This design comes from an exercise in tuning for small area, a short achievable clock period and few clock cycles per item on the open sky130 flow, not from production work.
Where RTL was checked, it was by simulation tests only, not by an equivalence proof against the original.
Power is estimated from default activity; no workload was simulated.

==> fjord <==
==> flow/design.v <==
package addr_pkg;
  typedef union packed {
    logic [24-1:0] word;
    struct packed {
      logic [18-1:0]    tag;
      logic [4-1:0]  index;
      logic [2-1:0] offset;
    } f;
  } cache_addr_u;
endpackage
package line_pkg;
  typedef union packed {
    logic [32-1:0]         word;
    logic [(32/8)-1:0][7:0] bytes;   
  } cache_line_u;
endpackage
module cache_l1_top #(
  parameter bit REGIN = 1'b0
) (
  input  logic                     clk,
  input  logic                     reset,
  input  logic                     cpu_req,
  input  logic                     cpu_we,
  input  logic [24-1:0] cpu_addr,
  input  logic [7:0]               cpu_wdata,
  output logic                     cpu_ack,
  output logic [7:0]               cpu_rdata,
  output logic                     mem_req,
  output logic                     mem_we,
  output logic [24-1:0] mem_addr,
  output logic [32-1:0] mem_wdata,
  input  logic                     mem_ack,
  input  logic [32-1:0] mem_rdata
);
  localparam int SETS = 1 << 4;
  localparam int WAYS = 4;
  localparam int TW   = 18;
  localparam int IW   = 4;
  localparam int LW   = 32;
  localparam int UW   = 3;
  localparam logic [2:0] S_IDLE  = 3'd0;   
  localparam logic [2:0] S_LOOK  = 3'd1;   
  localparam logic [2:0] S_WB    = 3'd2;   
  localparam logic [2:0] S_WBREL = 3'd3;   
  localparam logic [2:0] S_FILL  = 3'd4;   
  localparam logic [2:0] S_DONE  = 3'd5;   
  localparam logic [2:0] S_MWAIT = 3'd6;   
  logic [2:0] state;
  logic [TW-1:0] tag_q   [SETS][WAYS];
  logic [LW-1:0] data_q  [SETS][WAYS];
  logic [UW-1:0] cnt_q   [SETS][WAYS];
  logic          dirty_q [SETS][WAYS];
  logic [TW-1:0] a_tag;
  logic [IW-1:0] a_idx;
  logic [1:0]    a_off;
  logic          a_we;
  logic [7:0]    a_wdata;
  logic          look;   
  if (REGIN) begin : g_regin
    logic [24-1:0] r_addr;
    logic                     r_we;
    logic [7:0]               r_wdata;
    always_ff @(posedge clk) begin
      if (state == S_IDLE) begin
        r_addr <= cpu_addr;
        r_we <= cpu_we;
        r_wdata <= cpu_wdata;
      end
    end
    assign a_tag = r_addr[23:6];
    assign a_idx = r_addr[5:2];
    assign a_off = r_addr[1:0];
    assign a_we = r_we;
    assign a_wdata = r_wdata;
    assign look = (state == S_LOOK);
  end else begin : g_direct
    assign a_tag = cpu_addr[23:6];
    assign a_idx = cpu_addr[5:2];
    assign a_off = cpu_addr[1:0];
    assign a_we = cpu_we;
    assign a_wdata = cpu_wdata;
    assign look = (state == S_IDLE) && cpu_req;
  end
  logic look_state;
  assign look_state = REGIN ? (state == S_LOOK) : (state == S_IDLE);
  logic [TW-1:0] r_tag  [WAYS];
  logic [LW-1:0] r_line [WAYS];
  logic [UW-1:0] r_cnt  [WAYS];
  logic [WAYS-1:0] hit_w;
  logic            hit;
  always_comb begin
    for (int w = 0; w < WAYS; w++) begin
      r_tag[w] = tag_q[a_idx][w];
      r_line[w] = data_q[a_idx][w];
      r_cnt[w] = cnt_q[a_idx][w];
      hit_w[w] = (r_cnt[w] != '0) && (r_tag[w] == a_tag);
    end
    hit = |hit_w;
  end
  logic [WAYS-1:0] vict_oh [SETS];   
  logic            vict_d  [SETS];   
  for (genvar s = 0; s < SETS; s++) begin : g_vict
    always_comb begin
      logic [UW-1:0] c0, c1, c2, c3, min_lo, min_hi;
      logic          pick_1, pick_3, hi;
      logic [1:0]    v;
      c0 = cnt_q[s][0];
      c1 = cnt_q[s][1];
      c2 = cnt_q[s][2];
      c3 = cnt_q[s][3];
      pick_1 = c0 > c1;
      min_lo = pick_1 ? c1 : c0;
      pick_3 = c2 > c3;
      min_hi = pick_3 ? c3 : c2;
      hi = min_lo > min_hi;
      v = {hi, hi ? pick_3 : pick_1};
      vict_oh[s] = WAYS'(1) << v;
      vict_d[s] = dirty_q[s][v] && (cnt_q[s][v] != '0);
    end
  end
  logic [WAYS-1:0] v_oh;
  logic [1:0]      victim;
  logic            v_dirty;
  logic [TW-1:0]   v_tag;
  logic [LW-1:0]   v_line;
  always_comb begin
    v_oh = vict_oh[a_idx];
    v_dirty = vict_d[a_idx];
    victim = {v_oh[3] | v_oh[2], v_oh[3] | v_oh[1]};
    v_tag = '0;
    v_line = '0;
    for (int w = 0; w < WAYS; w++) begin
      if (v_oh[w]) begin
        v_tag = v_tag | r_tag[w];
        v_line = v_line | r_line[w];
      end
    end
  end
  logic [1:0]    hit_way;
  logic [7:0]    hit_byte;
  logic [UW-1:0] hit_cnt;
  always_comb begin
    hit_way = '0;
    hit_byte = '0;
    hit_cnt = '0;
    for (int w = 0; w < WAYS; w++) begin
      if (hit_w[w]) begin
        hit_way = hit_way | 2'(w);
        hit_byte = hit_byte | r_line[w][8*a_off +: 8];
        hit_cnt = hit_cnt | ((r_cnt[w] == '1) ? r_cnt[w] : r_cnt[w] + 1'b1);
      end
    end
  end
  logic [IW-1:0] idx_q;
  logic [1:0]    way_q;
  logic [1:0]    off_q;
  logic          we_q;
  logic [7:0]    wdata_q;
  logic [UW-1:0] cnt_new_q;
  logic          upd_q;   
  always_ff @(posedge clk) begin
    if (look_state) begin
      idx_q <= a_idx;
      way_q <= hit ? hit_way : victim;
      off_q <= a_off;
      we_q <= a_we;
      wdata_q <= a_wdata;
      cnt_new_q <= hit_cnt;
    end
  end
  always_ff @(posedge clk or posedge reset) begin
    if (reset) begin
      state <= S_IDLE;
      cpu_ack <= 1'b0;
      mem_req <= 1'b0;
      upd_q <= 1'b0;
    end else begin
      upd_q <= 1'b0;
      case (state)
        S_IDLE: begin
          if (cpu_req) begin
            if (REGIN) begin
              state <= S_LOOK;
            end else if (hit) begin
              cpu_ack <= 1'b1;
              upd_q <= 1'b1;
              state <= S_DONE;
            end else begin
              mem_req <= !mem_ack;
              state <= mem_ack ? S_MWAIT : v_dirty ? S_WB : S_FILL;
            end
          end
        end
        S_LOOK: begin
          if (hit) begin
            cpu_ack <= 1'b1;
            upd_q <= 1'b1;
            state <= S_DONE;
          end else begin
            mem_req <= !mem_ack;
            state <= mem_ack ? S_MWAIT : v_dirty ? S_WB : S_FILL;
          end
        end
        S_MWAIT: begin
          if (!mem_ack) begin
            mem_req <= 1'b1;
            state <= mem_we ? S_WB : S_FILL;
          end
        end
        S_WB: begin
          if (mem_ack) begin
            mem_req <= 1'b0;
            state <= S_WBREL;
          end
        end
        S_WBREL: begin
          if (!mem_ack) begin
            mem_req <= 1'b1;
            state <= S_FILL;
          end
        end
        S_FILL: begin
          if (mem_ack) begin
            mem_req <= 1'b0;
            cpu_ack <= 1'b1;
            state <= S_DONE;
          end
        end
        S_DONE: begin
          if (!cpu_req) begin
            cpu_ack <= 1'b0;
            state <= S_IDLE;
          end
        end
        default: state <= S_IDLE;
      endcase
    end
  end
  always_ff @(posedge clk) begin
    if (look_state) begin
      mem_we <= v_dirty;
      mem_addr <= {v_dirty ? v_tag : a_tag, a_idx, 2'b00};
      mem_wdata <= v_line;
    end else if (state == S_WBREL) begin
      mem_we <= 1'b0;
      mem_addr <= {a_tag, idx_q, 2'b00};
    end
  end
  always_ff @(posedge clk) begin
    if (look_state) begin
      cpu_rdata <= a_we ? a_wdata : hit_byte;
    end else if (state == S_FILL) begin
      cpu_rdata <= we_q ? wdata_q : mem_rdata[8*off_q +: 8];
    end
  end
  logic fill;
  assign fill = (state == S_FILL);
  logic [LW-1:0] wline;
  logic [3:0]    wbyte_en;
  logic [UW-1:0] wcnt;
  always_comb begin
    for (int b = 0; b < 4; b++) begin
      if (fill && !(we_q && off_q == 2'(b))) wline[8*b +: 8] = mem_rdata[8*b +: 8];
      else wline[8*b +: 8] = wdata_q;
      wbyte_en[b] = fill || (upd_q && we_q && off_q == 2'(b));
    end
    wcnt = fill ? UW'(1) : cnt_new_q;
  end
  for (genvar s = 0; s < SETS; s++) begin : g_set
    for (genvar w = 0; w < WAYS; w++) begin : g_way
      logic sel;
      assign sel = (idx_q == IW'(s)) && (way_q == 2'(w));
      always_ff @(posedge clk or posedge reset) begin
        if (reset) cnt_q[s][w] <= '0;   
        else if (sel && (fill || upd_q)) cnt_q[s][w] <= wcnt;
      end
      always_ff @(posedge clk) begin
        if (sel && fill) tag_q[s][w] <= a_tag;
        if (sel && (fill || (upd_q && we_q))) dirty_q[s][w] <= we_q;
        for (int b = 0; b < 4; b++) begin
          if (sel && wbyte_en[b]) data_q[s][w][8*b +: 8] <= wline[8*b +: 8];
        end
      end
    end
  end
endmodule
==> flow/flow/run.sh <==
#!/bin/bash
set -o pipefail
cp standard.sh standard_copy.txt
cp config.mk config_copy.txt
export SETUP_SLACK_MARGIN=7
bash standard.sh > standard.log 2>&1
==> flow/standard.sh <==
#!/bin/bash
# synth_recipe.tcl (not shown) runs the flow's synth.tcl, then flattens the netlist and writes it again
# the make line also repeats each setting of config.mk as NAME=value (left out here)
make -C /OpenROAD-flow-scripts/flow DESIGN_CONFIG=/design/flow/config.mk WORK_HOME=/design/flow/orfs CLKGATE_MAP_FILE= SYNTH_SCRIPT=/design/flow/synth_recipe.tcl "${@:-finish}"
==> flow/config.mk <==
export PLATFORM = sky130hd
export DESIGN_NAME = cache_l1_top
export DESIGN_NICKNAME = cache_l1_top
export VERILOG_FILES = /design/flow/design.v
export SDC_FILE = /design/flow/constraint.sdc
export NUM_CORES = 8
export LEC_CHECK = 0
export CAP_MARGIN = 20
export CORE_MARGIN = 2
export CORE_UTILIZATION = 40
export SLEW_MARGIN = 20
==> flow/constraint.sdc <==
create_clock -name core_clock -period 12.0 [get_ports {clk}]
set_input_delay 2.4000 -clock core_clock [delete_from_list [all_inputs] [get_ports {clk}]]
set_output_delay 2.4000 -clock core_clock [all_outputs]
set_load 0.01 [all_outputs]
==> inputs of juniper, as changes to fjord <==
==> flow/design.v, changed modules only <==
module cache_l1_top #(
  parameter bit REGIN = 1'b0
) (
  input  logic                     clk,
  input  logic                     reset,
  input  logic                     cpu_req,
  input  logic                     cpu_we,
  input  logic [24-1:0] cpu_addr,
  input  logic [7:0]               cpu_wdata,
  output logic                     cpu_ack,
  output logic [7:0]               cpu_rdata,
  output logic                     mem_req,
  output logic                     mem_we,
  output logic [24-1:0] mem_addr,
  output logic [32-1:0] mem_wdata,
  input  logic                     mem_ack,
  input  logic [32-1:0] mem_rdata
);
  localparam int SETS = 1 << 4;
  localparam int WAYS = 4;
  localparam int TW   = 18;
  localparam int IW   = 4;
  localparam int LW   = 32;
  localparam int UW   = 3;
  function automatic logic gt3(input logic [2:0] a, input logic [2:0] b);
    gt3 = (a[2] & ~b[2]) |
          ((a[2] | ~b[2]) & ((a[1] & ~b[1]) | ((a[1] | ~b[1]) & a[0] & ~b[0])));
  endfunction
  function automatic logic [2:0] sat_inc(input logic [2:0] c);
    sat_inc = {c[2] | (c[1] & c[0]),
               (c[1] & ~c[0]) | (c[0] & (~c[1] | c[2])),
               ~c[0] | (c[2] & c[1])};
  endfunction
  localparam logic [2:0] S_IDLE  = 3'd0;   
  localparam logic [2:0] S_LOOK  = 3'd1;   
  localparam logic [2:0] S_WB    = 3'd2;   
  localparam logic [2:0] S_WBREL = 3'd3;   
  localparam logic [2:0] S_FILL  = 3'd4;   
  localparam logic [2:0] S_DONE  = 3'd5;   
  localparam logic [2:0] S_MWAIT = 3'd6;   
  logic [2:0] state;
  logic [TW-1:0] tag_q   [SETS][WAYS];
  logic [LW-1:0] data_q  [SETS][WAYS];
  logic [UW-1:0] cnt_q   [SETS][WAYS];
  logic          dirty_q [SETS][WAYS];
  logic [TW-1:0] a_tag;
  logic [IW-1:0] a_idx;
  logic [1:0]    a_off;
  logic          a_we;
  logic [7:0]    a_wdata;
  logic          look;   
  if (REGIN) begin : g_regin
    logic [24-1:0] r_addr;
    logic                     r_we;
    logic [7:0]               r_wdata;
    always_ff @(posedge clk) begin
      if (state == S_IDLE) begin
        r_addr <= cpu_addr;
        r_we <= cpu_we;
        r_wdata <= cpu_wdata;
      end
    end
    assign a_tag = r_addr[23:6];
    assign a_idx = r_addr[5:2];
    assign a_off = r_addr[1:0];
    assign a_we = r_we;
    assign a_wdata = r_wdata;
    assign look = (state == S_LOOK);
  end else begin : g_direct
    assign a_tag = cpu_addr[23:6];
    assign a_idx = cpu_addr[5:2];
    assign a_off = cpu_addr[1:0];
    assign a_we = cpu_we;
    assign a_wdata = cpu_wdata;
    assign look = (state == S_IDLE) && cpu_req;
  end
  logic look_state;
  assign look_state = REGIN ? (state == S_LOOK) : (state == S_IDLE);
  logic [TW-1:0]   r_tag  [WAYS];
  logic [LW-1:0]   r_line [WAYS];
  logic [UW-1:0]   r_cnt  [WAYS];
  logic [WAYS-1:0] hit_w;
  logic            hit;
  logic [3:0]      lo_oh;
  logic [TW-1:0]   c_tag [4][WAYS];   
  logic [UW-1:0]   c_cnt [4][WAYS];   
  logic [WAYS-1:0] match [4];
  assign lo_oh = 4'(1) << a_idx[1:0];
  logic [LW-1:0]   c_line [4][WAYS];   
  logic [3:0]      off_oh;
  logic [7:0]      r_byte [WAYS];       
  assign off_oh = 4'(1) << a_off;
  for (genvar j = 0; j < 4; j++) begin : g_cand
    for (genvar w = 0; w < WAYS; w++) begin : g_way
      assign c_line[j][w] = data_q[{a_idx[3:2], 2'(j)}][w];
      assign c_tag[j][w] = tag_q[{a_idx[3:2], 2'(j)}][w];
      assign c_cnt[j][w] = cnt_q[{a_idx[3:2], 2'(j)}][w];
      assign match[j][w] = (c_cnt[j][w] != '0) && (c_tag[j][w] == a_tag);
    end
  end
  always_comb begin
    hit_w = '0;
    for (int w = 0; w < WAYS; w++) begin
      r_tag[w] = '0;
      r_cnt[w] = '0;
      for (int j = 0; j < 4; j++) begin
        if (lo_oh[j]) begin
          r_tag[w] = r_tag[w] | c_tag[j][w];
          r_cnt[w] = r_cnt[w] | c_cnt[j][w];
        end
      end
      r_line[w] = '0;
      r_byte[w] = '0;
      for (int j = 0; j < 4; j++) begin
        if (lo_oh[j]) r_line[w] = r_line[w] | c_line[j][w];
        for (int o = 0; o < 4; o++) begin
          if (lo_oh[j] && off_oh[o]) r_byte[w] = r_byte[w] | c_line[j][w][8*o +: 8];
        end
      end
    end
    for (int j = 0; j < 4; j++) begin
      hit_w = hit_w | (match[j] & {WAYS{lo_oh[j]}});
    end
  end
  assign hit = |hit_w;
  logic [UW-1:0] cnt_nx   [SETS][WAYS];
  logic          dirty_nx [SETS][WAYS];
  logic [1:0]    vict_q   [SETS];   
  logic          vict_d_q [SETS];   
  for (genvar s = 0; s < SETS; s++) begin : g_vict
    logic [1:0] v;
    logic       vd;
    always_comb begin
      logic [UW-1:0] c0, c1, c2, c3, min_lo, min_hi;
      logic          pick_1, pick_3, hi;
      c0 = cnt_nx[s][0];
      c1 = cnt_nx[s][1];
      c2 = cnt_nx[s][2];
      c3 = cnt_nx[s][3];
      pick_1 = gt3(c0, c1);
      min_lo = pick_1 ? c1 : c0;
      pick_3 = gt3(c2, c3);
      min_hi = pick_3 ? c3 : c2;
      hi = gt3(min_lo, min_hi);
      v = {hi, hi ? pick_3 : pick_1};
      vd = dirty_nx[s][v] && (cnt_nx[s][v] != '0);
    end
    always_ff @(posedge clk or posedge reset) begin
      if (reset) begin
        vict_q[s] <= '0;   
        vict_d_q[s] <= 1'b0;
      end else begin
        vict_q[s] <= v;
        vict_d_q[s] <= vd;
      end
    end
  end
  logic [WAYS-1:0] v_oh;
  logic [1:0]      victim;
  logic            v_dirty;
  logic [TW-1:0]   v_tag;
  logic [LW-1:0]   v_line;
  always_comb begin
    victim = vict_q[a_idx];
    v_dirty = vict_d_q[a_idx];
    v_oh = WAYS'(1) << victim;
    v_tag = '0;
    v_line = '0;
    for (int w = 0; w < WAYS; w++) begin
      if (v_oh[w]) begin
        v_tag = v_tag | r_tag[w];
        v_line = v_line | r_line[w];
      end
    end
  end
  logic [1:0]    hit_way;
  logic [7:0]    hit_byte;
  logic [UW-1:0] hit_cnt;
  always_comb begin
    hit_way = '0;
    hit_byte = '0;
    hit_cnt = '0;
    for (int w = 0; w < WAYS; w++) begin
      if (hit_w[w]) begin
        hit_way = hit_way | 2'(w);
        hit_byte = hit_byte | (a_we ? a_wdata : r_byte[w]);
        hit_cnt = hit_cnt | sat_inc(r_cnt[w]);
      end
    end
  end
  logic [IW-1:0] idx_q;
  logic [1:0]    way_q;
  logic [1:0]    off_q;
  logic          we_q;
  logic [7:0]    wdata_q;
  logic [UW-1:0] cnt_new_q;
  logic          upd_q;   
  always_ff @(posedge clk) begin
    if (look_state) begin
      idx_q <= a_idx;
      way_q <= hit ? hit_way : victim;
      off_q <= a_off;
      we_q <= a_we;
      wdata_q <= a_wdata;
      cnt_new_q <= hit_cnt;
    end
  end
  always_ff @(posedge clk or posedge reset) begin
    if (reset) begin
      state <= S_IDLE;
      cpu_ack <= 1'b0;
      mem_req <= 1'b0;
      upd_q <= 1'b0;
    end else begin
      upd_q <= 1'b0;
      case (state)
        S_IDLE: begin
          if (cpu_req) begin
            if (REGIN) begin
              state <= S_LOOK;
            end else if (hit) begin
              cpu_ack <= 1'b1;
              upd_q <= 1'b1;
              state <= S_DONE;
            end else begin
              mem_req <= !mem_ack;
              state <= mem_ack ? S_MWAIT : v_dirty ? S_WB : S_FILL;
            end
          end
        end
        S_LOOK: begin
          if (hit) begin
            cpu_ack <= 1'b1;
            upd_q <= 1'b1;
            state <= S_DONE;
          end else begin
            mem_req <= !mem_ack;
            state <= mem_ack ? S_MWAIT : v_dirty ? S_WB : S_FILL;
          end
        end
        S_MWAIT: begin
          if (!mem_ack) begin
            mem_req <= 1'b1;
            state <= mem_we ? S_WB : S_FILL;
          end
        end
        S_WB: begin
          if (mem_ack) begin
            mem_req <= 1'b0;
            state <= S_WBREL;
          end
        end
        S_WBREL: begin
          if (!mem_ack) begin
            mem_req <= 1'b1;
            state <= S_FILL;
          end
        end
        S_FILL: begin
          if (mem_ack) begin
            mem_req <= 1'b0;
            cpu_ack <= 1'b1;
            state <= S_DONE;
          end
        end
        S_DONE: begin
          if (!cpu_req) begin
            cpu_ack <= 1'b0;
            state <= S_IDLE;
          end
        end
        default: state <= S_IDLE;
      endcase
    end
  end
  logic wb_sel;
  assign wb_sel = v_dirty && (state == S_IDLE || state == S_LOOK ||
                              state == S_MWAIT || state == S_WB);
  always_ff @(posedge clk) begin
    mem_we <= wb_sel;
    mem_addr <= {wb_sel ? v_tag : a_tag, a_idx, 2'b00};
    mem_wdata <= v_line;
  end
  always_ff @(posedge clk or posedge reset) begin
    if (reset) begin
      cpu_rdata <= '0;
    end else if (look_state) begin
      cpu_rdata <= hit_byte;
    end else if (state == S_FILL) begin
      cpu_rdata <= we_q ? wdata_q : mem_rdata[8*off_q +: 8];
    end
  end
  logic fill;
  assign fill = (state == S_FILL);
  logic [LW-1:0] wline;
  logic [3:0]    wbyte_en;
  logic [UW-1:0] wcnt;
  always_comb begin
    for (int b = 0; b < 4; b++) begin
      if (fill && !(we_q && off_q == 2'(b))) wline[8*b +: 8] = mem_rdata[8*b +: 8];
      else wline[8*b +: 8] = wdata_q;
      wbyte_en[b] = fill || (upd_q && we_q && off_q == 2'(b));
    end
    wcnt = fill ? UW'(1) : cnt_new_q;
  end
  for (genvar s = 0; s < SETS; s++) begin : g_set
    for (genvar w = 0; w < WAYS; w++) begin : g_way
      logic sel;
      assign sel = (idx_q == IW'(s)) && (way_q == 2'(w));
      assign cnt_nx[s][w] = (sel && (fill || upd_q)) ? wcnt : cnt_q[s][w];
      assign dirty_nx[s][w] = (sel && (fill || (upd_q && we_q))) ? we_q : dirty_q[s][w];
      always_ff @(posedge clk or posedge reset) begin
        if (reset) cnt_q[s][w] <= '0;   
        else cnt_q[s][w] <= cnt_nx[s][w];
      end
      always_ff @(posedge clk) begin
        if (sel && fill) tag_q[s][w] <= a_tag;
        dirty_q[s][w] <= dirty_nx[s][w];
        for (int b = 0; b < 4; b++) begin
          if (sel && wbyte_en[b]) data_q[s][w][8*b +: 8] <= wline[8*b +: 8];
        end
      end
    end
  end
endmodule
==> flow/flow/run.sh (replaced) <==
#!/bin/bash
set -o pipefail
bash standard.sh SETUP_SLACK_MARGIN=7.25 finish > standard.log 2>&1
Settings changed: CORE_UTILIZATION 40 to 50, CTS_CLUSTER_DIAMETER set to 60, CTS_CLUSTER_SIZE set to 22, TNS_END_PERCENT set to 20.
==> inputs of zinc, as changes to fjord <==
--- a/flow/design.v
+++ b/flow/design.v
@@ -87,4 +87,5 @@
   logic [LW-1:0] r_line [WAYS];
   logic [UW-1:0] r_cnt  [WAYS];
+  logic [WAYS-1:0] r_dirty;
   logic [WAYS-1:0] hit_w;
   logic            hit;
@@ -94,46 +95,24 @@
       r_line[w] = data_q[a_idx][w];
       r_cnt[w] = cnt_q[a_idx][w];
+      r_dirty[w] = dirty_q[a_idx][w];
       hit_w[w] = (r_cnt[w] != '0) && (r_tag[w] == a_tag);
     end
     hit = |hit_w;
   end
-  logic [WAYS-1:0] vict_oh [SETS];   
-  logic            vict_d  [SETS];   
-  for (genvar s = 0; s < SETS; s++) begin : g_vict
-    always_comb begin
-      logic [UW-1:0] c0, c1, c2, c3, min_lo, min_hi;
-      logic          pick_1, pick_3, hi;
-      logic [1:0]    v;
-      c0 = cnt_q[s][0];
-      c1 = cnt_q[s][1];
-      c2 = cnt_q[s][2];
-      c3 = cnt_q[s][3];
-      pick_1 = c0 > c1;
-      min_lo = pick_1 ? c1 : c0;
-      pick_3 = c2 > c3;
-      min_hi = pick_3 ? c3 : c2;
-      hi = min_lo > min_hi;
-      v = {hi, hi ? pick_3 : pick_1};
-      vict_oh[s] = WAYS'(1) << v;
-      vict_d[s] = dirty_q[s][v] && (cnt_q[s][v] != '0);
-    end
-  end
-  logic [WAYS-1:0] v_oh;
-  logic [1:0]      victim;
-  logic            v_dirty;
-  logic [TW-1:0]   v_tag;
-  logic [LW-1:0]   v_line;
-  always_comb begin
-    v_oh = vict_oh[a_idx];
-    v_dirty = vict_d[a_idx];
-    victim = {v_oh[3] | v_oh[2], v_oh[3] | v_oh[1]};
-    v_tag = '0;
-    v_line = '0;
-    for (int w = 0; w < WAYS; w++) begin
-      if (v_oh[w]) begin
-        v_tag = v_tag | r_tag[w];
-        v_line = v_line | r_line[w];
-      end
-    end
+  logic [UW-1:0] min_lo, min_hi;
+  logic          pick_1, pick_3;
+  logic [1:0]    victim;
+  logic          v_dirty;
+  logic [TW-1:0] v_tag;
+  logic [LW-1:0] v_line;
+  always_comb begin
+    pick_1 = r_cnt[0] > r_cnt[1];
+    min_lo = pick_1 ? r_cnt[1] : r_cnt[0];
+    pick_3 = r_cnt[2] > r_cnt[3];
+    min_hi = pick_3 ? r_cnt[3] : r_cnt[2];
+    victim = {min_lo > min_hi, (min_lo <= min_hi) ? pick_1 : pick_3};
+    v_dirty = r_dirty[victim] && (r_cnt[victim] != '0);
+    v_tag = r_tag[victim];
+    v_line = r_line[victim];
   end
   logic [1:0]    hit_way;
==> flow/run.sh (new file) <==
#!/bin/bash
# synth_recipe.tcl (not shown) runs the flow's synth.tcl, then flattens the netlist and writes it again
# the make line also repeats each setting of config.mk as NAME=value (left out here)
make -C /OpenROAD-flow-scripts/flow DESIGN_CONFIG=/design/flow/config.mk WORK_HOME=/design/flow/orfs CLKGATE_MAP_FILE= SYNTH_SCRIPT=/design/flow/synth_recipe.tcl finish
removed: flow/flow/run.sh
removed: flow/standard.sh
==> summary.txt <==
Status
  • Status: complete, no violations

STA
  • Slew headroom: approximately 15%
  • Clock Skew: about 120 ps
  • Final WS setup: around 6400 ps

Route
  • Met3 wire length: around 92 mm
  • WL/cell: 41.47 µm

Cells and area
  • Area growth, synth to finish: 19.04%
  • Share of cells above drive strength 1: around 20%
  • Ant. Diodes: 55
  • Buffers excl. clock: 837
  • Nets: slightly above 10000
  • Comb_multi_in: approximately 5000

Placement
  • GP Congestion: roughly 1.0

Yosys
  • Ys async rst share: roughly 5.6%
  • Largest family of logic cells by synthesized area: compound AO/OA/AOI/OAI gates
  • Post-synth top cells: edfxtp_1, a22oi_1, nor2_1

Worst setup path
  • Worst endpoint required time: 12750 ps

Power
  • Int Power: between 20 and 30 mW
  • Sequential power: between 15 and 20 mW

Die
  • Core box area: 0.3557 mm²
# the run above: fjord

==> summary.txt <==
Status
  • Status: complete, no violations

STA
  • Clock Skew: ~85 ps
  • Slew headroom: a little over a tenth

Cells and area
  • Area growth, synth to finish: 14.51%
  • Buffers excl. clock: 547
  • Nets: between 9000 and 10000

Worst setup path
  • Worst endpoint required time: around 13000 ps

Route
  • Met3 wire length: ~94 mm
  • WL/cell: between 40 and 50 µm

Power
  • Int Power: 23.64 mW
# the run above: zinc

==> summary.txt <==
Status
  • Status: complete, no violations

Route
  • First-pass DRT Iterations: 6
  • WL/cell: 38.74 µm

Power
  • Sequential power: ~16 mW
  • Int Power: 22.18 mW

Cells and area
  • Buffers excl. clock: 475
  • Share of cells above drive strength 1: between 20% and 30%
  • Ant. Diodes: 17
  • Post-Route Utilization: 56.68%
  • Nets: around 8200
  • Area growth, synth to finish: 12.71%

Yosys
  • Post-synth top cells: edfxtp_1, mux4_2, nor2_1
  • Ys async rst share: under 10%
  • Post-Synth Adder-Cell Area: less than 1%
  • Largest family of logic cells by synthesized area: multiplexers

Worst setup path
  • Worst endpoint required time: between 10000 and 15000 ps

STA
  • Final WS setup: between 7000 and 8000 ps
  • Slew headroom: between 10% and 20%

Placement
  • GP Congestion: 0.9434

Die
  • Core box area: 0.2973 mm²
# the run above: juniper

Testbench counts of juniper, summed over its fixed seeds: cycles 68,342, accesses 24,000.
Function not checked in fjord and zinc: the RTL went through the layout flow alone.

## static timing again, ports no longer ideal
Ports are ideal in the flow. The routed layouts listed here were re-timed in OpenROAD.
Step 1, drivers: a clkbuf_16 drives clk and a buf_2 each remaining input, both assumed.
Step 2, shift: input delay + t, output delay - t, t = (earliest + latest rising clock arrival at the registers) / 2. This alone moves slack from input paths to output paths.
Three values: ideal, step 1, step 2; two values: the first two.
run	t, ns	setup slack, ns	worst setup path after step 2	latest minus earliest clock arrival (ns)	cell pins on the clock port's net
fjord	1.050	6.428 / 6.249 / 5.199	input to register	0.118 / 0.118	1
juniper	1.012	7.112 / 6.861 / 5.849	input to register	0.056 / 0.056	1
zinc	1.056	2.457 / 2.511 / 1.454	input to register	0.110 / 0.109	1
After both steps every run listed still meets setup and hold. The setup slack of juniper, which loses most, moves by -0.251 ns with the drivers and by -1.263 ns with both steps.
